From an optimization exercise on the open Yosys and OpenROAD flow, aimed at small area, a short achievable clock period and few clock cycles per item; shortcuts taken in it are not production practice. Where RTL was checked, it was by simulation tests only, not by an equivalence proof against the original. The RTL of run 2 was laid out without a check of its function. Power figures rest on the tool's default switching activity, not on a simulated workload.

--- flow/config.mk ---
export PLATFORM = sky130hd
export DESIGN_NAME = conv_engine_top
export DESIGN_NICKNAME = conv_engine_top
export VERILOG_FILES = /design/flow/design.v
export SDC_FILE = /design/flow/constraint.sdc
export NUM_CORES = 4
export LEC_CHECK = 0
export CAP_MARGIN = 20
export CORE_MARGIN = 2
export CORE_UTILIZATION = 40
export SLEW_MARGIN = 20
--- flow/constraint.sdc ---
create_clock -name core_clock -period 10.0 [get_ports {clk}]
set_input_delay 2.0000 -clock core_clock [delete_from_list [all_inputs] [get_ports {clk}]]
set_output_delay 2.0000 -clock core_clock [all_outputs]
set_load 0.01 [all_outputs]
--- flow/design.v ---
package conv_pkg;
    localparam int ACT_W    = 16;
    localparam int WEIGHT_W = 8;
    localparam int ACC_W    = 32;
    localparam int NUM_IN_CHANS = 16;
    localparam int CHAN_W       = 4;
    localparam int NUM_OUT_MAPS = 4;
    localparam int MAP_W        = 2;
    localparam int LAYER_W = 4;
    localparam int COUNT_W = 16;
    typedef enum logic [1:0] {
        ST_WAIT_WEIGHTS = 2'd0,
        ST_COMPUTE      = 2'd1,
        ST_DRAIN        = 2'd2
    } seq_state_t;
endpackage
`timescale 1ns/10ps
module zero_skip_fetch (
    input  logic                                                      clk,
    input  logic                                                      reset,
    input  logic                                                      layer_start,
    input  logic                                                      in_valid,
    input  logic                                                      in_ready,
    input  logic [conv_pkg::ACT_W-1:0]                                in_act,
    input  logic                                                      in_last,
    input  logic [conv_pkg::NUM_OUT_MAPS-1:0][conv_pkg::WEIGHT_W-1:0] rd_weights,
    output logic [conv_pkg::ACT_W-1:0]                                fetch_act,
    output logic [conv_pkg::ACT_W:0]                                  fetch_nact,
    output logic [conv_pkg::NUM_OUT_MAPS-1:0][conv_pkg::WEIGHT_W-1:0] fetch_weights,
    output logic                                                      fetch_last,
    output logic [conv_pkg::COUNT_W-1:0]                              skipped_count
);
    logic beat;
    logic zero_a;
    logic start_a;
    assign beat = in_valid && in_ready && !reset;
    always_ff @(posedge clk) begin
        fetch_last    <= beat && in_last;
        zero_a        <= beat && !in_last && (in_act == '0);
        start_a       <= layer_start && !reset;
        fetch_act     <= beat ? in_act : '0;
        fetch_nact    <= beat ? ('0 - {in_act[conv_pkg::ACT_W-1], in_act}) : '0;
        fetch_weights <= rd_weights;
    end
    always_ff @(posedge clk) begin
        if (reset) begin
            skipped_count <= '0;
        end else if (start_a) begin
            skipped_count <= conv_pkg::COUNT_W'(zero_a);
        end else begin
            skipped_count <= skipped_count + conv_pkg::COUNT_W'(zero_a);
        end
    end
endmodule
`timescale 1ns/10ps
module weight_bank (
    input  logic                                                      clk,
    input  logic                                                      reset,
    input  logic                                                      w_wr_en,
    input  logic [conv_pkg::CHAN_W-1:0]                               w_chan,
    input  logic [conv_pkg::MAP_W-1:0]                                w_map,
    input  logic [conv_pkg::WEIGHT_W-1:0]                             w_data,
    input  logic [conv_pkg::CHAN_W-1:0]                               rd_chan,
    output logic [conv_pkg::NUM_OUT_MAPS-1:0][conv_pkg::WEIGHT_W-1:0] rd_weights
);
    logic [conv_pkg::NUM_OUT_MAPS-1:0][conv_pkg::WEIGHT_W-1:0] bank [conv_pkg::NUM_IN_CHANS];
    logic [conv_pkg::WEIGHT_W-1:0]                             wdata;
    assign wdata = reset ? '0 : w_data;
    always_ff @(posedge clk) begin
        for (int c = 0; c < conv_pkg::NUM_IN_CHANS; c++) begin
            for (int m = 0; m < conv_pkg::NUM_OUT_MAPS; m++) begin
                if (reset || (w_wr_en && (w_chan == c) && (w_map == m))) begin
                    bank[c][m] <= wdata;
                end
            end
        end
    end
    assign rd_weights = bank[rd_chan];
endmodule
`timescale 1ns/10ps
module pointwise_mac (
    input  logic                           clk,
    input  logic                           clear,
    input  logic [conv_pkg::ACT_W-1:0]     act,
    input  logic [conv_pkg::ACT_W:0]       nact,
    input  logic [conv_pkg::WEIGHT_W-1:0]  weight,
    output logic [conv_pkg::ACC_W-1:0]     acc_s,
    output logic [conv_pkg::ACC_W-1:0]     acc_c
);
    function automatic logic [1:0] fa(input logic a, input logic b, input logic c);
        fa = {(a & b) | (a & c) | (b & c), a ^ b ^ c};
    endfunction
    function automatic logic [1:0] ha(input logic a, input logic b);
        ha = {a & b, a ^ b};
    endfunction
    function automatic logic [17:0] booth_row(input logic [2:0] t,
                                              input logic [17:0] p1,
                                              input logic [17:0] p2,
                                              input logic [17:0] n1,
                                              input logic [17:0] n2);
        logic s_p1, s_p2, s_n1, s_n2;
        s_p1 = (t == 3'b001) || (t == 3'b010);
        s_p2 = (t == 3'b011);
        s_n1 = (t == 3'b101) || (t == 3'b110);
        s_n2 = (t == 3'b100);
        booth_row = ({18{s_p1}} & p1) | ({18{s_p2}} & p2) |
                    ({18{s_n1}} & n1) | ({18{s_n2}} & n2);
    endfunction
    logic [17:0] pa, pa2, na, na2;
    logic [17:0] r0, r1, r2, r3;
    logic [31:0] s_next, c_next;
    logic [1:0] h0;
    logic [1:0] f0;
    logic [1:0] f1;
    logic [1:0] h1;
    logic [1:0] f2;
    logic [1:0] f3;
    logic [1:0] f4;
    logic [1:0] f5;
    logic [1:0] f6;
    logic [1:0] f7;
    logic [1:0] f8;
    logic [1:0] f9;
    logic [1:0] f10;
    logic [1:0] f11;
    logic [1:0] f12;
    logic [1:0] f13;
    logic [1:0] f14;
    logic [1:0] f15;
    logic [1:0] f16;
    logic [1:0] f17;
    logic [1:0] f18;
    logic [1:0] f19;
    logic [1:0] f20;
    logic [1:0] f21;
    logic [1:0] f22;
    logic [1:0] f23;
    logic [1:0] f24;
    logic [1:0] f25;
    logic [1:0] f26;
    logic [1:0] f27;
    logic [1:0] f28;
    logic [1:0] h2;
    logic [1:0] f29;
    logic [1:0] h3;
    logic [1:0] h4;
    logic [1:0] f30;
    logic [1:0] f31;
    logic [1:0] f32;
    logic [1:0] f33;
    logic [1:0] f34;
    logic [1:0] f35;
    logic [1:0] f36;
    logic [1:0] f37;
    logic [1:0] f38;
    logic [1:0] f39;
    logic [1:0] f40;
    logic [1:0] f41;
    logic [1:0] f42;
    logic [1:0] f43;
    logic [1:0] f44;
    logic [1:0] f45;
    logic [1:0] f46;
    logic [1:0] f47;
    logic [1:0] f48;
    logic [1:0] f49;
    logic [1:0] f50;
    logic [1:0] h5;
    logic [1:0] h6;
    logic [1:0] h7;
    logic [1:0] h8;
    logic [1:0] h9;
    logic [1:0] h10;
    logic [1:0] h11;
    logic [1:0] h12;
    logic [1:0] h13;
    logic [1:0] f51;
    logic [1:0] f52;
    logic [1:0] f53;
    logic [1:0] f54;
    logic [1:0] f55;
    logic [1:0] f56;
    logic [1:0] f57;
    logic [1:0] f58;
    logic [1:0] f59;
    logic [1:0] f60;
    logic [1:0] f61;
    logic [1:0] f62;
    logic [1:0] f63;
    logic [1:0] f64;
    logic [1:0] f65;
    logic [1:0] f66;
    logic [1:0] f67;
    logic [1:0] f68;
    logic [1:0] f69;
    logic [1:0] f70;
    logic [1:0] f71;
    logic [1:0] f72;
    logic [1:0] f73;
    logic [1:0] f74;
    logic [1:0] f75;
    logic [1:0] f76;
    logic [1:0] f77;
    logic [1:0] f78;
    logic [1:0] f79;
    logic [1:0] f80;
    logic [1:0] f81;
    assign pa  = {{2{act[15]}}, act};
    assign pa2 = {act[15], act, 1'b0};
    assign na  = {nact[16], nact};
    assign na2 = {nact, 1'b0};
    assign r0 = booth_row({weight[1:0], 1'b0}, pa, pa2, na, na2);
    assign r1 = booth_row(weight[3:1],         pa, pa2, na, na2);
    assign r2 = booth_row(weight[5:3],         pa, pa2, na, na2);
    assign r3 = booth_row(weight[7:5],         pa, pa2, na, na2);
    assign h0 = ha(acc_s[4], acc_c[4]);
    assign f0 = fa(acc_s[5], acc_c[5], r0[5]);
    assign f1 = fa(acc_s[6], acc_c[6], r0[6]);
    assign h1 = ha(r1[4], r2[2]);
    assign f2 = fa(acc_s[7], acc_c[7], r0[7]);
    assign f3 = fa(r1[5], r2[3], r3[1]);
    assign f4 = fa(acc_s[8], acc_c[8], r0[8]);
    assign f5 = fa(r1[6], r2[4], r3[2]);
    assign f6 = fa(acc_s[9], acc_c[9], r0[9]);
    assign f7 = fa(r1[7], r2[5], r3[3]);
    assign f8 = fa(acc_s[10], acc_c[10], r0[10]);
    assign f9 = fa(r1[8], r2[6], r3[4]);
    assign f10 = fa(acc_s[11], acc_c[11], r0[11]);
    assign f11 = fa(r1[9], r2[7], r3[5]);
    assign f12 = fa(acc_s[12], acc_c[12], r0[12]);
    assign f13 = fa(r1[10], r2[8], r3[6]);
    assign f14 = fa(acc_s[13], acc_c[13], r0[13]);
    assign f15 = fa(r1[11], r2[9], r3[7]);
    assign f16 = fa(acc_s[14], acc_c[14], r0[14]);
    assign f17 = fa(r1[12], r2[10], r3[8]);
    assign f18 = fa(acc_s[15], acc_c[15], r0[15]);
    assign f19 = fa(r1[13], r2[11], r3[9]);
    assign f20 = fa(acc_s[16], acc_c[16], r0[16]);
    assign f21 = fa(r1[14], r2[12], r3[10]);
    assign f22 = fa(acc_s[17], acc_c[17], r0[17]);
    assign f23 = fa(r1[15], r2[13], r3[11]);
    assign f24 = fa(acc_s[18], acc_c[18], r0[17]);
    assign f25 = fa(r1[16], r2[14], r3[12]);
    assign f26 = fa(acc_s[19], acc_c[19], ~r0[17]);
    assign f27 = fa(~r1[17], r2[15], r3[13]);
    assign f28 = fa(1'b1, acc_s[20], acc_c[20]);
    assign h2 = ha(r2[16], r3[14]);
    assign f29 = fa(acc_s[21], acc_c[21], ~r2[17]);
    assign h3 = ha(1'b1, acc_s[22]);
    assign h4 = ha(acc_s[2], acc_c[2]);
    assign f30 = fa(acc_s[3], acc_c[3], r0[3]);
    assign f31 = fa(h0[0], r0[4], r1[2]);
    assign f32 = fa(f0[0], r1[3], r2[1]);
    assign f33 = fa(f1[0], h1[0], r3[0]);
    assign f34 = fa(f2[0], f3[0], f1[1]);
    assign f35 = fa(f4[0], f5[0], f2[1]);
    assign f36 = fa(f6[0], f7[0], f4[1]);
    assign f37 = fa(f8[0], f9[0], f6[1]);
    assign f38 = fa(f10[0], f11[0], f8[1]);
    assign f39 = fa(f12[0], f13[0], f10[1]);
    assign f40 = fa(f14[0], f15[0], f12[1]);
    assign f41 = fa(f16[0], f17[0], f14[1]);
    assign f42 = fa(f18[0], f19[0], f16[1]);
    assign f43 = fa(f20[0], f21[0], f18[1]);
    assign f44 = fa(f22[0], f23[0], f20[1]);
    assign f45 = fa(f24[0], f25[0], f22[1]);
    assign f46 = fa(f26[0], f27[0], f24[1]);
    assign f47 = fa(f28[0], h2[0], f26[1]);
    assign f48 = fa(f29[0], r3[15], f28[1]);
    assign f49 = fa(h3[0], acc_c[22], r3[16]);
    assign f50 = fa(acc_s[23], acc_c[23], ~r3[17]);
    assign h5 = ha(1'b1, acc_s[24]);
    assign h6 = ha(1'b1, acc_s[25]);
    assign h7 = ha(1'b1, acc_s[26]);
    assign h8 = ha(1'b1, acc_s[27]);
    assign h9 = ha(1'b1, acc_s[28]);
    assign h10 = ha(1'b1, acc_s[29]);
    assign h11 = ha(1'b1, acc_s[30]);
    assign h12 = ha(1'b1, acc_s[31]);
    assign h13 = ha(acc_s[0], acc_c[0]);
    assign f51 = fa(acc_s[1], acc_c[1], r0[1]);
    assign f52 = fa(h4[0], r0[2], r1[0]);
    assign f53 = fa(f30[0], r1[1], h4[1]);
    assign f54 = fa(f31[0], r2[0], f30[1]);
    assign f55 = fa(f32[0], h0[1], f31[1]);
    assign f56 = fa(f33[0], f0[1], f32[1]);
    assign f57 = fa(f34[0], h1[1], f33[1]);
    assign f58 = fa(f35[0], f3[1], f34[1]);
    assign f59 = fa(f36[0], f5[1], f35[1]);
    assign f60 = fa(f37[0], f7[1], f36[1]);
    assign f61 = fa(f38[0], f9[1], f37[1]);
    assign f62 = fa(f39[0], f11[1], f38[1]);
    assign f63 = fa(f40[0], f13[1], f39[1]);
    assign f64 = fa(f41[0], f15[1], f40[1]);
    assign f65 = fa(f42[0], f17[1], f41[1]);
    assign f66 = fa(f43[0], f19[1], f42[1]);
    assign f67 = fa(f44[0], f21[1], f43[1]);
    assign f68 = fa(f45[0], f23[1], f44[1]);
    assign f69 = fa(f46[0], f25[1], f45[1]);
    assign f70 = fa(f47[0], f27[1], f46[1]);
    assign f71 = fa(f48[0], h2[1], f47[1]);
    assign f72 = fa(f49[0], f29[1], f48[1]);
    assign f73 = fa(f50[0], h3[1], f49[1]);
    assign f74 = fa(h5[0], acc_c[24], f50[1]);
    assign f75 = fa(h6[0], acc_c[25], h5[1]);
    assign f76 = fa(h7[0], acc_c[26], h6[1]);
    assign f77 = fa(h8[0], acc_c[27], h7[1]);
    assign f78 = fa(h9[0], acc_c[28], h8[1]);
    assign f79 = fa(h10[0], acc_c[29], h9[1]);
    assign f80 = fa(h11[0], acc_c[30], h10[1]);
    assign f81 = fa(h12[0], acc_c[31], h11[1]);
    assign s_next = {f81[0], f80[0], f79[0], f78[0], f77[0], f76[0], f75[0], f74[0], f73[0], f72[0], f71[0], f70[0], f69[0], f68[0], f67[0], f66[0], f65[0], f64[0], f63[0], f62[0], f61[0], f60[0], f59[0], f58[0], f57[0], f56[0], f55[0], f54[0], f53[0], f52[0], f51[0], h13[0]};
    assign c_next = {f80[1], f79[1], f78[1], f77[1], f76[1], f75[1], f74[1], f73[1], f72[1], f71[1], f70[1], f69[1], f68[1], f67[1], f66[1], f65[1], f64[1], f63[1], f62[1], f61[1], f60[1], f59[1], f58[1], f57[1], f56[1], f55[1], f54[1], f53[1], f52[1], f51[1], h13[1], r0[0]};
    always_ff @(posedge clk) begin
        if (clear) begin
            acc_s <= '0;
            acc_c <= '0;
        end else begin
            acc_s <= s_next;
            acc_c <= c_next;
        end
    end
endmodule
`timescale 1ns/10ps
module relu_drain (
    input  logic                                                   clk,
    input  logic                                                   reset,
    input  logic                                                   drain_start,
    input  logic [conv_pkg::NUM_OUT_MAPS-1:0][conv_pkg::ACC_W-1:0] acc_s,
    input  logic [conv_pkg::NUM_OUT_MAPS-1:0][conv_pkg::ACC_W-1:0] acc_c,
    output logic                                                   out_valid,
    input  logic                                                   out_ready,
    output logic [conv_pkg::ACC_W-1:0]                             out_data,
    output logic [conv_pkg::MAP_W-1:0]                             out_map,
    output logic                                                   drain_done
);
    logic                         xfer;
    logic                         last_map;
    logic                         load;
    logic [conv_pkg::MAP_W-1:0]   rd_sel;
    logic [conv_pkg::ACC_W-1:0]   res;
    assign xfer       = out_valid && out_ready;
    assign last_map   = (out_map == conv_pkg::MAP_W'(conv_pkg::NUM_OUT_MAPS - 1));
    assign drain_done = xfer && last_map;
    assign load       = drain_start || (xfer && !last_map);
    assign res        = acc_s[rd_sel] + acc_c[rd_sel];
    always_ff @(posedge clk) begin
        if (reset) begin
            out_valid <= 1'b0;
            out_map   <= '0;
            rd_sel    <= '0;
        end else begin
            if (drain_start) begin
                out_valid <= 1'b1;
                out_map   <= '0;
            end else if (xfer) begin
                if (last_map) out_valid <= 1'b0;
                else out_map <= out_map + 1'b1;
            end
            if (load) rd_sel <= rd_sel + 1'b1;
        end
    end
    always_ff @(posedge clk) begin
        if (load) out_data <= res[conv_pkg::ACC_W-1] ? '0 : res;
    end
endmodule
`timescale 1ns/10ps
module layer_counter (
    input  logic                         clk,
    input  logic                         reset,
    input  logic                         count_clear,
    input  logic                         layer_step,
    input  logic [conv_pkg::LAYER_W-1:0] num_layers,
    output logic [conv_pkg::LAYER_W-1:0] layer_num,
    output logic                         last_layer
);
    logic [conv_pkg::LAYER_W-1:0] num_layers_cfg;
    always_ff @(posedge clk) begin
        if (reset || count_clear) begin
            layer_num <= '0;
        end else if (layer_step) begin
            layer_num <= layer_num + 1'b1;
        end
    end
    always_ff @(posedge clk) begin
        if (count_clear) begin
            num_layers_cfg <= (num_layers == '0) ? conv_pkg::LAYER_W'(1) : num_layers;
        end
    end
    assign last_layer = ((layer_num + 1'b1) == num_layers_cfg);
endmodule
`timescale 1ns/10ps
module layer_sequencer (
    input  logic clk,
    input  logic reset,
    input  logic loading,
    input  logic fetch_last,
    input  logic drain_done,
    input  logic last_layer,
    output logic need_weights,
    output logic in_ready,
    output logic layer_start,
    output logic drain_start,
    output logic count_clear,
    output logic clear_acc,
    output logic run_done
);
    logic seen_loading;
    logic run_active;
    assign layer_start = need_weights && seen_loading && !loading;
    assign count_clear = layer_start && !run_active;
    always_ff @(posedge clk) begin
        if (reset) begin
            need_weights <= 1'b1;
            seen_loading <= 1'b0;
            run_active   <= 1'b0;
            run_done     <= 1'b0;
            in_ready     <= 1'b0;
            drain_start  <= 1'b0;
        end else begin
            in_ready    <= 1'b1;
            run_done    <= drain_done && last_layer;
            drain_start <= fetch_last;
            if (layer_start) begin
                need_weights <= 1'b0;
                seen_loading <= 1'b0;
                run_active   <= 1'b1;
            end else if (need_weights && loading) begin
                seen_loading <= 1'b1;
            end
            if (drain_done) begin
                need_weights <= 1'b1;
                if (last_layer) run_active <= 1'b0;
            end
        end
    end
    always_ff @(posedge clk) begin
        clear_acc <= reset || drain_done;
    end
endmodule
`timescale 1ns/10ps
module conv_engine_top (
    input  logic                            clk,
    input  logic                            reset,
    input  logic                            loading,
    input  logic [conv_pkg::LAYER_W-1:0]    num_layers,
    input  logic                            w_wr_en,
    input  logic [conv_pkg::CHAN_W-1:0]     w_chan,
    input  logic [conv_pkg::MAP_W-1:0]      w_map,
    input  logic [conv_pkg::WEIGHT_W-1:0]   w_data,
    input  logic                            in_valid,
    output logic                            in_ready,
    input  logic [conv_pkg::ACT_W-1:0]      in_act,
    input  logic [conv_pkg::CHAN_W-1:0]     in_chan,
    input  logic                            in_last,
    output logic                            out_valid,
    input  logic                            out_ready,
    output logic [conv_pkg::ACC_W-1:0]      out_data,
    output logic [conv_pkg::MAP_W-1:0]      out_map,
    output logic [conv_pkg::LAYER_W-1:0]    out_layer,
    output logic                            need_weights,
    output logic                            run_done,
    output logic [conv_pkg::COUNT_W-1:0]    skipped_count
);
    logic                                                      layer_start;
    logic                                                      drain_start;
    logic                                                      drain_done;
    logic                                                      count_clear;
    logic                                                      clear_acc;
    logic                                                      last_layer;
    logic [conv_pkg::NUM_OUT_MAPS-1:0][conv_pkg::WEIGHT_W-1:0] rd_weights;
    logic [conv_pkg::NUM_OUT_MAPS-1:0][conv_pkg::WEIGHT_W-1:0] fetch_weights;
    logic [conv_pkg::ACT_W-1:0]                                fetch_act;
    logic [conv_pkg::ACT_W:0]                                  fetch_nact;
    logic                                                      fetch_last;
    logic [conv_pkg::NUM_OUT_MAPS-1:0][conv_pkg::ACC_W-1:0]    acc_s;
    logic [conv_pkg::NUM_OUT_MAPS-1:0][conv_pkg::ACC_W-1:0]    acc_c;
    weight_bank u_weights (
        .clk        (clk),
        .reset      (reset),
        .w_wr_en    (w_wr_en),
        .w_chan     (w_chan),
        .w_map      (w_map),
        .w_data     (w_data),
        .rd_chan    (in_chan),
        .rd_weights (rd_weights)
    );
    zero_skip_fetch u_fetch (
        .clk           (clk),
        .reset         (reset),
        .layer_start   (layer_start),
        .in_valid      (in_valid),
        .in_ready      (in_ready),
        .in_act        (in_act),
        .in_last       (in_last),
        .rd_weights    (rd_weights),
        .fetch_act     (fetch_act),
        .fetch_nact    (fetch_nact),
        .fetch_weights (fetch_weights),
        .fetch_last    (fetch_last),
        .skipped_count (skipped_count)
    );
    for (genvar m = 0; m < conv_pkg::NUM_OUT_MAPS; m++) begin : g_mac
        pointwise_mac u_mac (
            .clk    (clk),
            .clear  (clear_acc),
            .act    (fetch_act),
            .nact   (fetch_nact),
            .weight (fetch_weights[m]),
            .acc_s  (acc_s[m]),
            .acc_c  (acc_c[m])
        );
    end
    relu_drain u_drain (
        .clk         (clk),
        .reset       (reset),
        .drain_start (drain_start),
        .acc_s       (acc_s),
        .acc_c       (acc_c),
        .out_valid   (out_valid),
        .out_ready   (out_ready),
        .out_data    (out_data),
        .out_map     (out_map),
        .drain_done  (drain_done)
    );
    layer_counter u_count (
        .clk         (clk),
        .reset       (reset),
        .count_clear (count_clear),
        .layer_step  (drain_done),
        .num_layers  (num_layers),
        .layer_num   (out_layer),
        .last_layer  (last_layer)
    );
    layer_sequencer u_seq (
        .clk          (clk),
        .reset        (reset),
        .loading      (loading),
        .fetch_last   (fetch_last),
        .drain_done   (drain_done),
        .last_layer   (last_layer),
        .need_weights (need_weights),
        .in_ready     (in_ready),
        .layer_start  (layer_start),
        .drain_start  (drain_start),
        .count_clear  (count_clear),
        .clear_acc    (clear_acc),
        .run_done     (run_done)
    );
endmodule
--- flow/run.sh ---
#!/bin/bash
# synth_recipe.tcl (not shown) runs the flow's synth.tcl, then flattens the netlist and writes it again
# the make line also repeats each setting of config.mk as NAME=value (left out here)
make -C /OpenROAD-flow-scripts/flow DESIGN_CONFIG=/design/flow/config.mk WORK_HOME=/design/flow/orfs CLKGATE_MAP_FILE= SYNTH_SCRIPT=/design/flow/synth_recipe.tcl finish
==> impl_metrics.json, run 1 <==
{
  "syn2layout_area_growth_pct": 12.2,
  "die_w_um": 357,
  "grt_pass1_vias": 34200,
  "drt_iter0_drc": 3663,
  "place_congestion": 0.905,
  "overflow": 0,
  "crit_required_ns": 10.47,
  "synth.avg_cell_area_um2": 11.8,
  "worstReg2RegStart": "u_drain.rd_sel[1]",
  "cts_inserted_buffers": 95,
  "final_common_cell": "edfxtp_1",
  "final_layout_size_suffix_gt1_share_pct": 12.5,
  "path_class": "reg2reg",
  "synth_edf_count": 547,
  "layout_common_cells": "edfxtp_1, dfxtp_1, fa_1",
  "ys_seq_area_share_pct": 47.3,
  "grt_pass1_wl_um": 227000,
  "tightestPinTransition_ns": 1.13,
  "synth_top_area_share_pct": 33.0,
  "grt_max_degree": 93,
  "gr-usage-all-layers_pct": 23.9,
  "min_period_ns": 4.50,
  "hold_start": "u_weights.bank[0][26]",
  "hold_class": "reg2reg",
  "fin_skew_ns": 0.0536,
  "finalSetupTns_ns": 0,
  "hold_buffers": 0,
  "synth-seq-cells": 902,
  "synthAdderAreaFrac_pct": 14.4,
  "cts_tree": "done",
  "slew_headroom_pct": 24.6,
  "core_mm2": 0.123,
  "p_leak_nw": 20.7,
  "wirelength_um": 152000,
  "rsz0062_at_grt": "no",
  "ys_warn_count": 7,
  "synth_top_family_by_area": "compound AO/OA/AOI/OAI gates",
  "syn_inst": 4202,
  "powerDensity_mw_per_mm2": 221,
  "cts_root_buf": "clkbuf_16",
  "status": "no timing/DRC/antenna violations",
  "synth_nets": 4628,
  "portBuffers": 101,
  "place_hpwl_um": 98500,
  "ant_nets": 0,
  "hold_viol": 0,
  "path_max_fanout": 44,
  "worst_setup_path_end_kind": "flip-flop",
  "viasPerCell": 5.89,
  "post_cts_buffers": 0,
  "syn_area_mm2": 0.0497,
  "row_count": 129,
  "critPathLaunchType": "flip-flop",
  "ys_types": 65,
  "reg2reg_to": "u_drain.out_data[28]",
  "synthSimpleGateAreaFrac_pct": 8.60,
  "layout.nets": 4583,
  "finalCritPeriodShare_pct": 45.0,
  "hold_end": "u_fetch.fetch_weights[26]",
  "synth_ff_type": "edfxtp_1",
  "htree_num_levels": 3,
  "wire_per_inst_um": 25.8,
  "path_clk_slew_ns": 0.06,
  "start_util_pct": 40.3,
  "drv_slew": 0,
  "die_h_um": 357,
  "drc": 0,
  "cts.sink_count": 902,
  "vias": 34600,
  "drv_cap": 0,
  "synth_compound_area_share_pct": 15.3,
  "cp.arrival_ns": 4.97,
  "async_flop_share_pct": 0,
  "synthMuxAreaShare_pct": 7.73,
  "insertion_delay_ns": 0.74,
  "reg2regPathDepth": 11,
  "antenna_found_initial": 5,
  "clk_path_buf_depth": 3,
  "max_freq_mhz": 222,
  "hold-worst-slack_ns": 0.473,
  "cts_resized": 0,
  "min_path_cells": 1,
  "boundaryPins": 103,
  "r2r_slack_ns": 5.50,
  "synth_area_leader_cell": "edfxtp_1",
  "power_mw": 12.3,
  "synth_area_leaders": "edfxtp_1, dfxtp_1, fa_1",
  "die_area_mm2": 0.127,
  "ir_worst_vdd_mv": 0.193,
  "fillerInstances": 11200,
  "finalSetupViolCount": 0,
  "drt_pre_antenna_iters": 10,
  "synth_xor_xnor_area_share_pct": 1.39
}
routing by layer:
| layer | GRT usage (%) | vias to the layer above | routed length (um) |
|---|---|---|---|
| li1 | - | 15100 | - |
| met5 | 0 | - | 7 |
| met4 | 12.2 | 2 | 8310 |
| met1 | 31.8 | 17500 | 61800 |
| met2 | 37.5 | 1627 | 70000 |
| met3 | 4.28 | 339 | 11400 |
final cells by class:
class | count | area (um^2) | share of cell area, %
timing repair buffer | 244 | 2080 | 3.72
multi-input combinational | 2607 | 23800 | 42.6
clock buffer | 127 | 2540 | 4.55
inverter | 307 | 1150 | 2.07
tap | 1637 | 2050 | 3.67
antenna | 2 | 5.00 | 0.00897
sequential | 902 | 23600 | 42.2
clock inverter | 50 | 619 | 1.11
through the flow:
step | util [%] | cells | cell area [um^2] | setup slack [ns]
floorplan | - | 4202 | 49700 | 5.48
global placement | 42.6 | 5696 | 52600 | 5.00
detailed placement | 42.6 | 5696 | 52600 | 5.02
CTS | 45.2 | 5873 | 55800 | 5.47
global route | 45.2 | 5876 | 55800 | 5.20
finish | 45.2 | 5876 | 55800 | 5.50
cell families after synthesis:
group / count (synthesis)
muxes: 260
other: 1
adders and majority gates: 381
AOI/OAI and AO/OA: 1046
xor gates and xnor gates: 79
DFF: 902
and+or+nand+nor: 840
buffers and inverters: 693
synth_stat cells (5+ instances only):
master	instances
a211oi_1	13
a21boi_0	16
a21o_1	93
a21oi_1	148
a221o_1	5
a221oi_1	136
a22o_1	109
a22oi_1	280
a31o_2	6
a31oi_1	7
and2_0	6
and2_1	32
and3_1	8
buf_1	49
buf_2	6
clkbuf_1	330
dfxtp_1	355
edfxtp_1	547
fa_1	321
ha_1	60
inv_1	305
mux2_2	84
mux2i_1	85
mux4_2	91
nand2_1	152
nand2b_1	49
nand3_1	60
nand3b_1	10
nand4_1	41
nor2_1	211
nor2b_1	217
nor3_1	24
nor4_1	5
o211ai_1	7
o21a_1	8
o21ai_0	118
o221ai_1	5
o22a_1	32
o31ai_1	40
or2_2	5
or3_1	10
xnor2_1	39
xor2_1	40
worst max-delay path: stages, from the launching register on:
cell     delay [ns]
dfxtp_4        0.57
buf_4          0.61
mux4_2         0.41
ha_1           0.42
a211o_1        0.32
a31oi_1        0.22
o21ai_0        0.25
a31oi_1        0.61
o21ba_2        0.31
o21ai_0        0.17
mux2i_1        0.23
nor3_2         0.06
report_power, final:
part	switching [mW]	internal (mW)	leakage, nW
Combinational	2.17	1.60	11.0
Clock	1.55	2.06	1.54
Sequential	0.421	4.52	8.18
worst max path at each step:
stage                           start  cells after the start                     to
finish              u_drain.rd_sel[1]                     11   u_drain.out_data[28]
global route        u_drain.rd_sel[0]                     11   u_drain.out_data[28]
CTS                 u_drain.rd_sel[0]                     12   u_drain.out_data[25]
detailed placement            w_wr_en                      4   u_weights.bank[3][6]
global placement              w_wr_en                      4  u_weights.bank[3][12]
floorplan                       reset                      3   u_weights.bank[0][0]
flip-flops by register name, summed over array words and instances, names as in the netlist:
signal / count
u_drain.out_valid: 1
u_seq.need_weights: 1
u_fetch.zero_a: 1
u_fetch.fetch_act: 15
u_fetch.fetch_nact: 17
u_fetch.skipped_count: 16
u_count.num_layers_cfg: 4
u_weights.bank: 512
u_drain.out_data: 31
g_mac.u_mac.acc_c: 128
u_seq.run_active: 1
g_mac.u_mac.acc_s: 128
u_fetch.fetch_last: 1
u_fetch.fetch_weights: 32
u_seq.clear_acc: 1
u_drain.rd_sel: 2
u_count.layer_num: 4
u_drain.out_map: 2
u_fetch.start_a: 1
u_seq.seen_loading: 1
u_seq.drain_start: 1
u_seq.in_ready: 1
u_seq.run_done: 1
Testbench counts, summed over its fixed seeds: cycles 10,978, items 6,015.
==> inputs of run 2 (changes only) <==
--- a/flow/design.v
+++ b/flow/design.v
@@ -22,7 +22,9 @@
     input  logic                                                      in_valid,
     input  logic                                                      in_ready,
     input  logic [conv_pkg::ACT_W-1:0]                                in_act,
+    input  logic [conv_pkg::CHAN_W-1:0]                               in_chan,
     input  logic                                                      in_last,
+    output logic [conv_pkg::CHAN_W-1:0]                               rd_chan,
     input  logic [conv_pkg::NUM_OUT_MAPS-1:0][conv_pkg::WEIGHT_W-1:0] rd_weights,
     output logic [conv_pkg::ACT_W-1:0]                                fetch_act,
     output logic [conv_pkg::ACT_W:0]                                  fetch_nact,
@@ -30,25 +32,34 @@
     output logic                                                      fetch_last,
     output logic [conv_pkg::COUNT_W-1:0]                              skipped_count
 );
-    logic beat;
-    logic zero_a;
-    logic start_a;
+    logic                       beat;
+    logic                       valid_0;
+    logic                       last_0;
+    logic                       zero_0;
+    logic                       start_0;
+    logic [conv_pkg::ACT_W-1:0] act_0;
     assign beat = in_valid && in_ready && !reset;
     always_ff @(posedge clk) begin
-        fetch_last    <= beat && in_last;
-        zero_a        <= beat && !in_last && (in_act == '0);
-        start_a       <= layer_start && !reset;
-        fetch_act     <= beat ? in_act : '0;
-        fetch_nact    <= beat ? ('0 - {in_act[conv_pkg::ACT_W-1], in_act}) : '0;
+        valid_0 <= beat;
+        last_0  <= beat && in_last;
+        zero_0  <= beat && !in_last && (in_act == '0);
+        start_0 <= layer_start && !reset;
+        act_0   <= in_act;
+        rd_chan <= in_chan;
+    end
+    always_ff @(posedge clk) begin
+        fetch_last    <= last_0 && !reset;
+        fetch_act     <= valid_0 ? act_0 : '0;
+        fetch_nact    <= valid_0 ? ('0 - {act_0[conv_pkg::ACT_W-1], act_0}) : '0;
         fetch_weights <= rd_weights;
     end
     always_ff @(posedge clk) begin
         if (reset) begin
             skipped_count <= '0;
-        end else if (start_a) begin
-            skipped_count <= conv_pkg::COUNT_W'(zero_a);
+        end else if (start_0) begin
+            skipped_count <= conv_pkg::COUNT_W'(zero_0);
         end else begin
-            skipped_count <= skipped_count + conv_pkg::COUNT_W'(zero_a);
+            skipped_count <= skipped_count + conv_pkg::COUNT_W'(zero_0);
         end
     end
 endmodule
@@ -64,13 +75,23 @@
     output logic [conv_pkg::NUM_OUT_MAPS-1:0][conv_pkg::WEIGHT_W-1:0] rd_weights
 );
     logic [conv_pkg::NUM_OUT_MAPS-1:0][conv_pkg::WEIGHT_W-1:0] bank [conv_pkg::NUM_IN_CHANS];
-    logic [conv_pkg::WEIGHT_W-1:0]                             wdata;
-    assign wdata = reset ? '0 : w_data;
+    logic                                                      wr_q;
+    logic                                                      rst_q;
+    logic [conv_pkg::CHAN_W-1:0]                               chan_q;
+    logic [conv_pkg::MAP_W-1:0]                                map_q;
+    logic [conv_pkg::WEIGHT_W-1:0]                             data_q;
+    always_ff @(posedge clk) begin
+        rst_q  <= reset;
+        wr_q   <= w_wr_en && !reset;
+        chan_q <= w_chan;
+        map_q  <= w_map;
+        data_q <= reset ? '0 : w_data;
+    end
     always_ff @(posedge clk) begin
         for (int c = 0; c < conv_pkg::NUM_IN_CHANS; c++) begin
             for (int m = 0; m < conv_pkg::NUM_OUT_MAPS; m++) begin
-                if (reset || (w_wr_en && (w_chan == c) && (w_map == m))) begin
-                    bank[c][m] <= wdata;
+                if (rst_q || (wr_q && (chan_q == c) && (map_q == m))) begin
+                    bank[c][m] <= data_q;
                 end
             end
         end
@@ -337,18 +358,28 @@
     logic                         xfer;
     logic                         last_map;
     logic                         load;
-    logic [conv_pkg::MAP_W-1:0]   rd_sel;
-    logic [conv_pkg::ACC_W-1:0]   res;
+    logic [conv_pkg::NUM_OUT_MAPS-1:0] rd_sel;
+    logic [conv_pkg::ACC_W-1:0]        sel_s;
+    logic [conv_pkg::ACC_W-1:0]        sel_c;
+    logic [conv_pkg::ACC_W-1:0]        res;
     assign xfer       = out_valid && out_ready;
     assign last_map   = (out_map == conv_pkg::MAP_W'(conv_pkg::NUM_OUT_MAPS - 1));
     assign drain_done = xfer && last_map;
     assign load       = drain_start || (xfer && !last_map);
-    assign res        = acc_s[rd_sel] + acc_c[rd_sel];
+    always_comb begin
+        sel_s = '0;
+        sel_c = '0;
+        for (int m = 0; m < conv_pkg::NUM_OUT_MAPS; m++) begin
+            sel_s = sel_s | ({conv_pkg::ACC_W{rd_sel[m]}} & acc_s[m]);
+            sel_c = sel_c | ({conv_pkg::ACC_W{rd_sel[m]}} & acc_c[m]);
+        end
+    end
+    assign res = sel_s + sel_c;
     always_ff @(posedge clk) begin
         if (reset) begin
             out_valid <= 1'b0;
             out_map   <= '0;
-            rd_sel    <= '0;
+            rd_sel    <= conv_pkg::NUM_OUT_MAPS'(1);
         end else begin
             if (drain_start) begin
                 out_valid <= 1'b1;
@@ -357,7 +388,7 @@
                 if (last_map) out_valid <= 1'b0;
                 else out_map <= out_map + 1'b1;
             end
-            if (load) rd_sel <= rd_sel + 1'b1;
+            if (load) rd_sel <= {rd_sel[conv_pkg::NUM_OUT_MAPS-2:0], rd_sel[conv_pkg::NUM_OUT_MAPS-1]};
         end
     end
     always_ff @(posedge clk) begin
@@ -468,6 +499,7 @@
     logic                                                      count_clear;
     logic                                                      clear_acc;
     logic                                                      last_layer;
+    logic [conv_pkg::CHAN_W-1:0]                               rd_chan;
     logic [conv_pkg::NUM_OUT_MAPS-1:0][conv_pkg::WEIGHT_W-1:0] rd_weights;
     logic [conv_pkg::NUM_OUT_MAPS-1:0][conv_pkg::WEIGHT_W-1:0] fetch_weights;
     logic [conv_pkg::ACT_W-1:0]                                fetch_act;
@@ -482,7 +514,7 @@
         .w_chan     (w_chan),
         .w_map      (w_map),
         .w_data     (w_data),
-        .rd_chan    (in_chan),
+        .rd_chan    (rd_chan),
         .rd_weights (rd_weights)
     );
     zero_skip_fetch u_fetch (
@@ -492,7 +524,9 @@
         .in_valid      (in_valid),
         .in_ready      (in_ready),
         .in_act        (in_act),
+        .in_chan       (in_chan),
         .in_last       (in_last),
+        .rd_chan       (rd_chan),
         .rd_weights    (rd_weights),
         .fetch_act     (fetch_act),
         .fetch_nact    (fetch_nact),
==> flow/flow/run.sh (new file) <==
#!/bin/bash
set -euo pipefail
bash standard.sh SETUP_SLACK_MARGIN=7 finish > standard_flow.log 2>&1
==> flow/standard.sh (new file) <==
#!/bin/bash
# synth_recipe.tcl (not shown) runs the flow's synth.tcl, then flattens the netlist and writes it again
# the make line also repeats each setting of config.mk as NAME=value (left out here)
make -C /OpenROAD-flow-scripts/flow DESIGN_CONFIG=/design/flow/config.mk WORK_HOME=/design/flow/orfs CLKGATE_MAP_FILE= SYNTH_SCRIPT=/design/flow/synth_recipe.tcl "${@:-finish}"
--- a/flow/config.mk
+++ b/flow/config.mk
@@ -5,6 +5,7 @@
 export SDC_FILE = /design/flow/constraint.sdc
 export NUM_CORES = 4
 export LEC_CHECK = 0
+export ABC_AREA = 1
 export CAP_MARGIN = 20
 export CORE_MARGIN = 2
 export CORE_UTILIZATION = 40
removed: flow/run.sh
==> impl_metrics.json, run 2 <==
{
  "ys_warn_count": 7,
  "die_area_mm2": 0.125,
  "cp.arrival_ns": 4.05,
  "path_clk_slew_ns": 0.06,
  "grt_pass1_vias": 40000,
  "final_layout_size_suffix_gt1_share_pct": 29.2,
  "synth_most_common_cell": "nand2_1",
  "ys_types": 51,
  "finalSetupTns_ns": 0,
  "drv_slew": 0,
  "hold_buffers": 0,
  "p_leak_nw": 25.1,
  "synth_top_cells_by_count": "nand2_1, inv_1, edfxtp_1",
  "layout.nets": 5829,
  "row_count": 128,
  "synth_compound_area_share_pct": 11.9,
  "crit_required_ns": 10.63,
  "overflow": 0,
  "die_h_um": 353,
  "synthAdderAreaFrac_pct": 14.7,
  "cts_root_buf": "clkbuf_16",
  "drv_cap": 0,
  "start_util_pct": 40.1,
  "cts.sink_count": 942,
  "synth_ff_type": "edfxtp_1",
  "insertion_delay_ns": 0.78,
  "drt_pre_antenna_iters": 13,
  "wirelength_um": 186000,
  "portBuffers": 101,
  "path_max_fanout": 7,
  "layout_common_cells": "nand2_1, inv_1, edfxtp_1",
  "synth.avg_cell_area_um2": 9.84,
  "synth_edf_count": 547,
  "gr-usage-all-layers_pct": 27.3,
  "r2r_slack_ns": 6.59,
  "antenna_found_initial": 6,
  "cts_tree": "done",
  "cts_inserted_buffers": 100,
  "hold_class": "reg2reg",
  "core_mm2": 0.121,
  "ant_nets": 0,
  "die_w_um": 353,
  "max_freq_mhz": 293,
  "path_class": "reg2reg",
  "synth_top_family_by_area": "adder cells",
  "async_flop_share_pct": 0,
  "synthSimpleGateAreaFrac_pct": 14.1,
  "worst_setup_path_end_kind": "flip-flop",
  "synth_nets": 5379,
  "htree_num_levels": 3,
  "largest_reg_flops": 512,
  "synth-seq-cells": 942,
  "hold_viol": 0,
  "utilization_pct": 53.1,
  "vias": 41200,
  "ys_seq_area_share_pct": 49.9,
  "syn_inst": 4953,
  "wire_per_inst_um": 26.1,
  "tightestPinTransition_ns": 0.994,
  "synth_top_area_share_pct": 33.7,
  "slew_headroom_pct": 33.8,
  "largest-register": "u_weights.bank",
  "grt_max_degree": 79,
  "finalCritPeriodShare_pct": 34.1,
  "ir_worst_vdd_mv": 0.159,
  "synth_area_leaders": "edfxtp_1, dfxtp_1, fa_1",
  "crit_path_cell_trace": "buf_6, nor2_4, nor2_4, nand2_2, clkinvlp_4, buf_4, a221oi_4, fa_1, inv_1, fa_1, fa_2, inv_1, nor2_1",
  "synthMuxAreaShare_pct": 0,
  "finalSetupViolCount": 0,
  "critPathLaunchType": "flip-flop",
  "drc": 0,
  "cp.buffers_inverters": 5,
  "rsz0062_at_grt": "yes",
  "grt_pass1_wl_um": 255000,
  "clk_path_buf_depth": 3,
  "place_hpwl_um": 104000,
  "synth_xor_xnor_area_share_pct": 0.539,
  "reg_top3": "u_weights.bank: 512 flops, g_mac.u_mac.acc_c: 128 flops, g_mac.u_mac.acc_s: 128 flops",
  "place_congestion": 1.01,
  "slowest_stage": "fa_2",
  "status": "no timing/DRC/antenna violations",
  "boundaryPins": 103,
  "min_period_ns": 3.41,
  "synth_area_leader_cell": "edfxtp_1",
  "fin_skew_ns": 0.0834,
  "syn_area_mm2": 0.0487,
  "final_common_cell": "nand2_1",
  "cpPeakStageDelay_ns": 0.58,
  "path_delay_family": "adder cells",
  "powerDensity_mw_per_mm2": 204,
  "drt_iter0_drc": 5480,
  "syn2layout_area_growth_pct": 32.2,
  "viasPerCell": 5.79
}
## run 2: report_power, final
| part | internal [mW] | total, mW | switching, mW |
|---|---|---|---|
| Sequential | 4.63 | 4.94 | 0.312 |
| Combinational | 1.68 | 4.34 | 2.67 |
| Clock | 2.19 | 3.86 | 1.67 |
| Total | 8.50 | 13.1 | 4.65 |
## run 2: layout make-up
type                            count  area, um^2
Fill cell                       10300       57000
Clock inverter                     63         754
Multi-Input combinational cell   2885       24700
Tap cell                         1625        2030
Timing Repair inverter             19         145
Clock buffer                      121        2620
Antenna cell                        1        2.50
Timing Repair Buffer              598        6010
Sequential cell                   942       24600
Inverter                          857        3570
## run 2: metal layers
metal / global-route usage (%) / part of all wire (%)
met4: 15.7 / 8.9
met5: 0.717 / 0.26
met1: 34.4 / 37
met3: 9.06 / 13
met2: 40.9 / 41
## run 2: cell families (layout without fill, tap and decap cells)
group | after synthesis | count (layout)
AND/OR/NAND/NOR | 1620 | 1623
other | 1 | 2
XOR/XNOR | 30 | 30
flip-flops | 942 | 942
buffers and inverters | 1129 | 1658
adder cells (fa/ha/maj) | 381 | 381
AO/OA/AOI/OAI | 850 | 850
## run 2: worst min-delay path: cells and delay by family, from the launching register on
kind | cells | cell delay (ns)
flip-flops | 1 | 0.29
buffers and inverters | 1 | 0.04
AND/OR/NAND/NOR | 1 | 0.03
## run 2: through the flow
step	hold slack (ns)	total power, mW	instance area, um^2	instances	setup WS, ns
6_report	0.403	13.1	64400	7111	6.59
5_1_grt	0.425	13.7	64400	7110	6.49
4_1_cts	0.408	12.5	61700	7003	6.71
3_5_place_dp	0.399	7.96	51700	6512	5.88
3_3_place_gp	0.401	7.89	51700	6512	5.79
2_1_floorplan	0.388	7.06	48800	4953	6.82
## run 2: final timing paths
kind | start | end | cells after the start
max | u_fetch.fetch_weights[13] | g_mac[1].u_mac.acc_s[15] | 13
min | u_fetch.last_0 | u_fetch.fetch_last | 2
max reg2reg | u_fetch.fetch_weights[13] | g_mac[1].u_mac.acc_s[15] | 13
min reg2reg | u_fetch.last_0 | u_fetch.fetch_last | 2
## run 2: repair_timing
action | CTS | global route
pin swaps | 193 | 201
buffers inserted | 281 | 92
gates resized for setup | 1117 | 401
endpoints found under the setup margin | 297 | 249
gates cloned | 26 | 15
==> inputs of run 3 (changes only) <==
--- a/flow/design.v
+++ b/flow/design.v
@@ -28,7 +28,7 @@
     input  logic [conv_pkg::NUM_OUT_MAPS-1:0][conv_pkg::WEIGHT_W-1:0] rd_weights,
     output logic [conv_pkg::ACT_W-1:0]                                fetch_act,
     output logic [conv_pkg::ACT_W:0]                                  fetch_nact,
-    output logic [conv_pkg::NUM_OUT_MAPS-1:0][conv_pkg::WEIGHT_W-1:0] fetch_weights,
+    output logic [conv_pkg::NUM_OUT_MAPS-1:0][15:0]                   fetch_sel,
     output logic                                                      fetch_last,
     output logic [conv_pkg::COUNT_W-1:0]                              skipped_count
 );
@@ -39,6 +39,12 @@
     logic                       start_0;
     logic [conv_pkg::ACT_W-1:0] act_0;
     assign beat = in_valid && in_ready && !reset;
+    function automatic logic [3:0] booth_digit(input logic [2:0] t);
+        booth_digit[0] = (t == 3'b001) || (t == 3'b010);
+        booth_digit[1] = (t == 3'b011);
+        booth_digit[2] = (t == 3'b101) || (t == 3'b110);
+        booth_digit[3] = (t == 3'b100);
+    endfunction
     always_ff @(posedge clk) begin
         valid_0 <= beat;
         last_0  <= beat && in_last;
@@ -51,7 +57,12 @@
         fetch_last    <= last_0 && !reset;
         fetch_act     <= valid_0 ? act_0 : '0;
         fetch_nact    <= valid_0 ? ('0 - {act_0[conv_pkg::ACT_W-1], act_0}) : '0;
-        fetch_weights <= rd_weights;
+        for (int m = 0; m < conv_pkg::NUM_OUT_MAPS; m++) begin
+            fetch_sel[m] <= {booth_digit(rd_weights[m][7:5]),
+                             booth_digit(rd_weights[m][5:3]),
+                             booth_digit(rd_weights[m][3:1]),
+                             booth_digit({rd_weights[m][1:0], 1'b0})};
+        end
     end
     always_ff @(posedge clk) begin
         if (reset) begin
@@ -104,7 +115,7 @@
     input  logic                           clear,
     input  logic [conv_pkg::ACT_W-1:0]     act,
     input  logic [conv_pkg::ACT_W:0]       nact,
-    input  logic [conv_pkg::WEIGHT_W-1:0]  weight,
+    input  logic [15:0]                    booth_sel,
     output logic [conv_pkg::ACC_W-1:0]     acc_s,
     output logic [conv_pkg::ACC_W-1:0]     acc_c
 );
@@ -114,18 +125,13 @@
     function automatic logic [1:0] ha(input logic a, input logic b);
         ha = {a & b, a ^ b};
     endfunction
-    function automatic logic [17:0] booth_row(input logic [2:0] t,
+    function automatic logic [17:0] booth_row(input logic [3:0] sel,
                                               input logic [17:0] p1,
                                               input logic [17:0] p2,
                                               input logic [17:0] n1,
                                               input logic [17:0] n2);
-        logic s_p1, s_p2, s_n1, s_n2;
-        s_p1 = (t == 3'b001) || (t == 3'b010);
-        s_p2 = (t == 3'b011);
-        s_n1 = (t == 3'b101) || (t == 3'b110);
-        s_n2 = (t == 3'b100);
-        booth_row = ({18{s_p1}} & p1) | ({18{s_p2}} & p2) |
-                    ({18{s_n1}} & n1) | ({18{s_n2}} & n2);
+        booth_row = ({18{sel[0]}} & p1) | ({18{sel[1]}} & p2) |
+                    ({18{sel[2]}} & n1) | ({18{sel[3]}} & n2);
     endfunction
     logic [17:0] pa, pa2, na, na2;
     logic [17:0] r0, r1, r2, r3;
@@ -230,10 +236,10 @@
     assign pa2 = {act[15], act, 1'b0};
     assign na  = {nact[16], nact};
     assign na2 = {nact, 1'b0};
-    assign r0 = booth_row({weight[1:0], 1'b0}, pa, pa2, na, na2);
-    assign r1 = booth_row(weight[3:1],         pa, pa2, na, na2);
-    assign r2 = booth_row(weight[5:3],         pa, pa2, na, na2);
-    assign r3 = booth_row(weight[7:5],         pa, pa2, na, na2);
+    assign r0 = booth_row(booth_sel[3:0],   pa, pa2, na, na2);
+    assign r1 = booth_row(booth_sel[7:4],   pa, pa2, na, na2);
+    assign r2 = booth_row(booth_sel[11:8],  pa, pa2, na, na2);
+    assign r3 = booth_row(booth_sel[15:12], pa, pa2, na, na2);
     assign h0 = ha(acc_s[4], acc_c[4]);
     assign f0 = fa(acc_s[5], acc_c[5], r0[5]);
     assign f1 = fa(acc_s[6], acc_c[6], r0[6]);
@@ -501,7 +507,7 @@
     logic                                                      last_layer;
     logic [conv_pkg::CHAN_W-1:0]                               rd_chan;
     logic [conv_pkg::NUM_OUT_MAPS-1:0][conv_pkg::WEIGHT_W-1:0] rd_weights;
-    logic [conv_pkg::NUM_OUT_MAPS-1:0][conv_pkg::WEIGHT_W-1:0] fetch_weights;
+    logic [conv_pkg::NUM_OUT_MAPS-1:0][15:0]                   fetch_sel;
     logic [conv_pkg::ACT_W-1:0]                                fetch_act;
     logic [conv_pkg::ACT_W:0]                                  fetch_nact;
     logic                                                      fetch_last;
@@ -530,19 +536,19 @@
         .rd_weights    (rd_weights),
         .fetch_act     (fetch_act),
         .fetch_nact    (fetch_nact),
-        .fetch_weights (fetch_weights),
+        .fetch_sel     (fetch_sel),
         .fetch_last    (fetch_last),
         .skipped_count (skipped_count)
     );
     for (genvar m = 0; m < conv_pkg::NUM_OUT_MAPS; m++) begin : g_mac
         pointwise_mac u_mac (
-            .clk    (clk),
-            .clear  (clear_acc),
-            .act    (fetch_act),
-            .nact   (fetch_nact),
-            .weight (fetch_weights[m]),
-            .acc_s  (acc_s[m]),
-            .acc_c  (acc_c[m])
+            .clk       (clk),
+            .clear     (clear_acc),
+            .act       (fetch_act),
+            .nact      (fetch_nact),
+            .booth_sel (fetch_sel[m]),
+            .acc_s     (acc_s[m]),
+            .acc_c     (acc_c[m])
         );
     end
     relu_drain u_drain (
==> flow/flow/run.sh (replaced) <==
#!/bin/bash
set -euo pipefail
bash standard.sh SETUP_SLACK_MARGIN=6.5 finish > standard_flow.log 2>&1
==> impl_metrics.json, run 3 <==
{
  "final_cells": 7514,
  "ys_types": 49,
  "cts_root_buf": "clkbuf_16",
  "drc": 0,
  "syn_area_mm2": 0.0513,
  "viasPerCell": 5.50,
  "drv_cap": 0,
  "p_leak_nw": 24.7,
  "ir_worst_vdd_mv": 0.165,
  "place_congestion": 1.04,
  "cts_inserted_buffers": 106,
  "finalSetupViolCount": 0,
  "syn_inst": 5705,
  "reg2regPathDepth": 9,
  "synth_edf_count": 547,
  "finalCritPeriodShare_pct": 35.2,
  "powerDensity_mw_per_mm2": 211,
  "cts.sink_count": 970,
  "synth_ff_type": "edfxtp_1",
  "path_class": "reg2reg",
  "worst_setup_path_end_kind": "flip-flop",
  "p_sw_share_pct": 34.3,
  "ys_seq_area_share_pct": 48.5,
  "ant_nets": 0,
  "grt_pass1_wl_um": 267000,
  "rsz0062_at_grt": "yes",
  "grt_pass1_vias": 40100,
  "cp.arrival_ns": 4.13,
  "tightestPinTransition_ns": 1.28,
  "crit_required_ns": 10.61,
  "gr-usage-all-layers_pct": 27.6,
  "internal_power_mw": 8.03,
  "utilization_pct": 45.5,
  "row_count": 131,
  "multi_input_area_mm2": 0.0220,
  "layout_common_cells": "nand2_1, inv_1, nor2_1",
  "portBuffers": 101,
  "power_mw": 12.2,
  "syn2layout_area_growth_pct": 12.9,
  "reg_top3": "u_weights.bank: 512 flops, g_mac.u_mac.acc_c: 128 flops, g_mac.u_mac.acc_s: 128 flops",
  "clk_path_buf_depth": 3,
  "layout.nets": 6187,
  "path_delay_family": "adder cells",
  "final_common_cell": "nand2_1",
  "largest-register": "u_weights.bank",
  "synth_top_area_share_pct": 32.0,
  "hold-worst-slack_ns": 0.399,
  "ys_warn_count": 7,
  "finalSetupTns_ns": 0,
  "r2r_slack_ns": 6.48,
  "die_w_um": 362,
  "final_layout_size_suffix_gt1_share_pct": 7.83,
  "synth_nets": 6131,
  "reg2reg_to": "g_mac[3].u_mac.acc_s[15]",
  "cp.buffers_inverters": 2,
  "slew_headroom_pct": 14.4,
  "p_comb_share_pct": 25.2,
  "max_freq_mhz": 284,
  "start_util_pct": 40.3,
  "synth_most_common_cell": "nand2_1",
  "hold_class": "reg2reg",
  "core_mm2": 0.128,
  "fin_skew_ns": 0.0557,
  "drt_pre_antenna_iters": 8,
  "largest_reg_flops": 512,
  "cp-startpoint": "u_fetch.fetch_act[9]",
  "cp_common_cell": "fa_1",
  "antenna_found_initial": 1,
  "place_hpwl_um": 124000,
  "drt_iter0_drc": 5171,
  "vias": 41300,
  "synth-seq-cells": 970,
  "drv_slew": 0,
  "synth_top_cells_by_count": "nand2_1, inv_1, nor2_1",
  "async_flop_share_pct": 0,
  "die_h_um": 362,
  "pwr-share-clk_pct": 32.6,
  "insertion_delay_ns": 0.76,
  "die_area_mm2": 0.131,
  "wirelength_um": 184000,
  "cts_tree": "done",
  "crit_path_cell_trace": "clkinvlp_4, o22ai_1, a21oi_1, o21ai_0, fa_1, fa_1, fa_1, inv_1, nor2_1",
  "min_period_ns": 3.52,
  "status": "no timing/DRC/antenna violations",
  "synth_area_leader_cell": "edfxtp_1",
  "fillerInstances": 12400,
  "htree_num_levels": 3,
  "wire_per_inst_um": 24.5,
  "grt_max_degree": 192,
  "path_max_fanout": 12,
  "p_seq_share_pct": 42.1,
  "p_switching_mw": 4.18,
  "slowest_stage": "dfxtp_1",
  "placedCellCount": 7265,
  "path_clk_slew_ns": 0.06,
  "regArea_mm2": 0.0250,
  "boundaryPins": 103,
  "synth.avg_cell_area_um2": 9.00,
  "cpPeakStageDelay_ns": 0.68,
  "overflow": 0,
  "critPathLaunchType": "flip-flop",
  "worstReg2RegStart": "u_fetch.fetch_act[9]",
  "crit_cells": 9,
  "cp-endpoint": "g_mac[3].u_mac.acc_s[15]",
  "synth_area_leaders": "edfxtp_1, dfxtp_1, fa_1",
  "hold_viol": 0
}
==> run 3: cell families (layout without fill, tap and decap cells) <==
logic type / after synthesis / in the layout / share of synthesized area, %
DFF: 970 / 970 / 48.5
buffers and inverters: 1179 / 1324 / 8.92
adders and majority gates: 381 / 381 / 14.0
other: 1 / 2 / 0.00730
and+or+nand+nor: 2132 / 2133 / 17.0
xor gates and xnor gates: 31 / 31 / 0.529
AOI/OAI and AO/OA: 1011 / 1011 / 11.1
==> run 3: how the worst min path moves through the flow <==
stage / startpoint / end / slack, ns / depth (start not counted)
3_5_place_dp: u_fetch.fetch_last / u_seq.drain_start / 0.40 / 2
4_1_cts: u_fetch.fetch_last / u_seq.drain_start / 0.40 / 2
3_3_place_gp: u_fetch.fetch_last / u_seq.drain_start / 0.40 / 2
6_report: u_fetch.fetch_last / u_seq.drain_start / 0.40 / 2
2_1_floorplan: u_fetch.last_0 / u_fetch.fetch_last / 0.39 / 2
5_1_grt: u_fetch.last_0 / u_fetch.fetch_last / 0.43 / 2
==> run 3: power by group through the flow <==
| stage | sequential [mW] | clock, mW | combinational, mW |
|---|---|---|---|
| after floorplan | 5.03 | 0 | 2.13 |
| after global placement | 5.20 | 0 | 2.92 |
| after detailed placement | 5.20 | 0 | 2.99 |
| after CTS | 5.12 | 4.04 | 3.03 |
| after global routing | 5.19 | 4.19 | 3.51 |
| final | 5.14 | 3.98 | 3.08 |
==> run 3: routing by layer <==
metal / vias to the layer above / part of all wire (%) / global-route usage [%]
li1: 18600 / - / -
met1: 19800 / 40 / 35.8
met2: 2335 / 43 / 41.9
met3: 635 / 10 / 6.90
met4: 0 / 7.2 / 16.3
met5: - / 0 / 0
==> run 3: repair_timing <==
item                       4_1_cts  5_1_grt
cloned                           8        8
setup endpoints to repair      229      146
pin swaps                        0        1
setup buffers                   11       23
hold buffers                     0        0
gates resized for setup        117       43
==> run 3: area by class of cell <==
type	instances	share of cell area, %
diodes	1	0.00432
clock buffers	142	5.08
clock inverters	56	0.980
inverters	915	6.13
multi-input cells	3557	37.9
flip-flops and latches	970	43.0
well taps	1662	3.59
repair buffers	196	3.06
repair inverters	15	0.190
==> run 3: metrics by stage <==
step | cell area (um^2) | setup WS (ns)
6_report | 58000 | 6.48
5_1_grt | 58000 | 6.48
4_1_cts | 57600 | 6.50
3_5_place_dp | 53900 | 5.57
3_3_place_gp | 53800 | 5.64
2_1_floorplan | 51300 | 6.61
==> run 3: tightest hold or removal path, cell delays in order, from the launching register on <==
cell,delay (ns)
dfxtp_1,0.29
inv_1,0.04
nor2_1,0.03
Testbench counts of run 3, summed over its fixed seeds: cycles 11,078, items 6,015.
==> inputs of run 4 (changes only) <==
--- a/flow/config.mk
+++ b/flow/config.mk
@@ -5,8 +5,9 @@
 export SDC_FILE = /design/flow/constraint.sdc
 export NUM_CORES = 4
 export LEC_CHECK = 0
-export ABC_AREA = 1
+export ABC_AREA = 0
 export CAP_MARGIN = 20
 export CORE_MARGIN = 2
 export CORE_UTILIZATION = 40
 export SLEW_MARGIN = 20
+export TNS_END_PERCENT = 0
==> impl_metrics.json, run 4 <==
{
  "ys_types": 90,
  "min_period_ns": 3.75,
  "cts_tree": "done",
  "final_layout_size_suffix_gt1_share_pct": 7.98,
  "synth_top_family_by_area": "compound AO/OA/AOI/OAI gates",
  "p_sw_share_pct": 31.8,
  "worst_setup_path_end_kind": "flip-flop",
  "htree_num_levels": 3,
  "post_cts_buffers": 0,
  "start_util_pct": 40.3,
  "ir_worst_vdd_mv": 0.175,
  "syn2layout_area_growth_pct": 11.8,
  "crit_required_ns": 10.65,
  "synth-seq-cells": 970,
  "drv_slew": 0,
  "synthAdderAreaFrac_pct": 14.4,
  "synthMuxAreaShare_pct": 1.84,
  "synth_area_leaders": "edfxtp_1, dfxtp_1, fa_1",
  "cts_root_buf": "clkbuf_16",
  "wirelength_um": 160000,
  "syn_area_mm2": 0.0500,
  "boundaryPins": 103,
  "path_class": "reg2reg",
  "final_common_cell": "edfxtp_1",
  "p_seq_share_pct": 45.1,
  "async_flop_share_pct": 0,
  "reg_top3": "u_weights.bank: 512 flops, g_mac.u_mac.acc_c: 128 flops, g_mac.u_mac.acc_s: 128 flops",
  "fin_skew_ns": 0.0999,
  "cts_inserted_buffers": 106,
  "p_comb_share_pct": 21.0,
  "grt_pass1_vias": 35800,
  "hold_class": "reg2reg",
  "layout.nets": 4756,
  "power_mw": 11.9,
  "viasPerCell": 5.94,
  "max_freq_mhz": 267,
  "synth_compound_area_share_pct": 16.6,
  "place_hpwl_um": 105000,
  "portBuffers": 101,
  "critPathLaunchType": "flip-flop",
  "drv_cap": 0,
  "layout_common_cells": "edfxtp_1, a22oi_1, dfxtp_1",
  "synth_edf_count": 547,
  "overflow": 0,
  "synth_top_cells_by_count": "edfxtp_1, a22oi_1, dfxtp_1",
  "antenna_found_initial": 1,
  "synth_top_area_share_pct": 32.8,
  "hold_viol": 0,
  "vias": 36000,
  "pwr-share-clk_pct": 33.9,
  "powerDensity_mw_per_mm2": 212,
  "path_clk_slew_ns": 0.06,
  "synth_xor_xnor_area_share_pct": 1.31,
  "internal_power_mw": 8.10,
  "tightestPinTransition_ns": 1.15,
  "die_w_um": 358,
  "p_switching_mw": 3.78,
  "finalCritPeriodShare_pct": 37.5,
  "largest_reg_flops": 512,
  "synth_nets": 4842,
  "core_mm2": 0.124,
  "largest-register": "u_weights.bank",
  "path_max_fanout": 48,
  "die_area_mm2": 0.128,
  "rsz0062_at_grt": "yes",
  "drt_pre_antenna_iters": 8,
  "gr-usage-all-layers_pct": 24.9,
  "synth.avg_cell_area_um2": 11.3,
  "cts.sink_count": 970,
  "grt_pass1_wl_um": 238000,
  "finalSetupViolCount": 0,
  "ys_warn_count": 7,
  "status": "no timing/DRC/antenna violations",
  "p_leak_nw": 22.2,
  "finalSetupTns_ns": 0,
  "drt_iter0_drc": 4950,
  "synth_most_common_cell": "edfxtp_1",
  "syn_inst": 4416,
  "grt_max_degree": 196,
  "utilization_pct": 45.1,
  "row_count": 129,
  "ant_nets": 0,
  "synthSimpleGateAreaFrac_pct": 10.1,
  "wire_per_inst_um": 26.3,
  "drc": 0,
  "slew_headroom_pct": 23.3,
  "insertion_delay_ns": 0.77,
  "die_h_um": 358,
  "cp.arrival_ns": 4.40,
  "synth_ff_type": "edfxtp_1",
  "place_congestion": 0.922,
  "synth_area_leader_cell": "edfxtp_1",
  "clk_path_buf_depth": 3,
  "ys_seq_area_share_pct": 49.8
}
==> run 4: cell count changes after synthesis, sizes merged, moves of 65 or more <==
cell / change
a22oi: +526
a222oi: +74
nand3: -112
nor2b: +224
inv: -525
nand2: -921
a21o: +65
o22ai: -227
nor2: -354
clkbuf: +109
a21oi: -248
o21ai: -253
==> run 4: layer usage <==
metal	track usage (%)	part of all wire, %	up-vias
li1	-	-	15600
met1	33.5	40	17900
met2	39.0	45	2126
met3	6.11	11	396
met4	9.15	3.7	0
met5	0	0	-
==> run 4: logic make-up (layout without fill, tap and decap cells) <==
family,Yosys count,count (layout)
flip-flops,970,970
XOR/XNOR,75,75
other,1,3
AND/OR/NAND/NOR,1036,1037
buffers and inverters,751,757
multiplexers,85,85
AO/OA/AOI/OAI,1117,1117
adder cells (fa/ha/maj),381,381
==> run 4: power groups by stage <==
stage | registers [mW] | logic, mW | clock network [mW]
6_report | 5.36 | 2.49 | 4.03
3_5_place_dp | 5.41 | 2.46 | 0
2_1_floorplan | 5.03 | 2.03 | 0
5_1_grt | 5.41 | 2.87 | 4.24
4_1_cts | 5.33 | 2.49 | 4.08
3_3_place_gp | 5.40 | 2.40 | 0
==> run 4: metrics by stage <==
step	area (um^2)	setup WS, ns	instances	hold slack [ns]
after floorplan	50000	6.53	4416	0.414
after global placement	52100	5.33	5856	0.424
after detailed placement	52200	5.67	5857	0.426
after CTS	55800	6.23	6058	0.440
after global routing	55900	6.18	6060	0.462
final	55900	6.25	6062	0.437
==> run 4: what timing repair did <==
action	CTS	global route
hold buffers	0	0
gates resized for setup	14	12
pin swaps	0	1
setup endpoints to repair	178	179
cloned	0	1
==> run 4: cell type report <==
class                           instances  area [um^2]
Timing Repair Buffer                  178         1630
Inverter                              378         1420
Tap cell                             1637         2050
Clock buffer                          152         3050
Multi-Input combinational cell       2696        22300
Fill cell                           11400        68000
Sequential cell                       970        24900
Antenna cell                            2         5.00
Clock inverter                         49          566
==> run 4: worst paths after layout <==
check	from	endpoint	slack, ns	depth (start not counted)
setup / recovery	u_fetch.rd_chan[1]	u_fetch.fetch_sel[2]	6.25	7
hold / removal	u_fetch.last_0	u_fetch.fetch_last	0.44	1
setup reg to reg	u_fetch.rd_chan[1]	u_fetch.fetch_sel[2]	6.25	7
hold reg to reg	u_fetch.last_0	u_fetch.fetch_last	0.44	1
==> run 4: critical path, cell delays in order (launching register included) <==
cell and delay, ns:
dfxtp_4 0.73, buf_6 0.51, nand2b_1 0.35, nor2_1 0.78, a32o_1 0.24, a221oi_1 0.10
a21oi_1 0.68, and2_1 0.22

==> port drivers added, routing unchanged <==
Ports are ideal in the flow. The routed layouts listed here were re-timed in OpenROAD.
Step 1: set_driving_cell puts a clkbuf_16 on clk and a buf_2 on each other input, an assumption about the parent block.
Step 2 adds t to the input delays and takes it off the output delays; t is the mean of the earliest and latest rising clock arrival at the registers after step 1. Input paths then give back, and output paths get back, about the clock's delay inside the block.
a / b / c = no drivers / after step 1 / after step 2; a / b = the first two.
run	shift t [ns]	setup WS [ns]	clock arrival spread, ns	worst register clock-pin slew, ns	pins driven straight from the clock port
run 1	0.785	5.499 / 5.499 / 5.194	0.054 / 0.054	0.07 / 0.07	1
run 2	0.805	6.587 / 6.587 / 6.341	0.085 / 0.085	0.07 / 0.07	1
run 3	0.820	6.482 / 6.481 / 6.035	0.075 / 0.076	0.07 / 0.07	1
run 4	0.795	6.251 / 6.217 / 5.575	0.101 / 0.101	0.07 / 0.07	1
After both steps setup and hold are still met in every run listed. For run 4, which loses most, drivers alone change the setup slack by -0.034 ns; drivers and shift together by -0.676 ns.
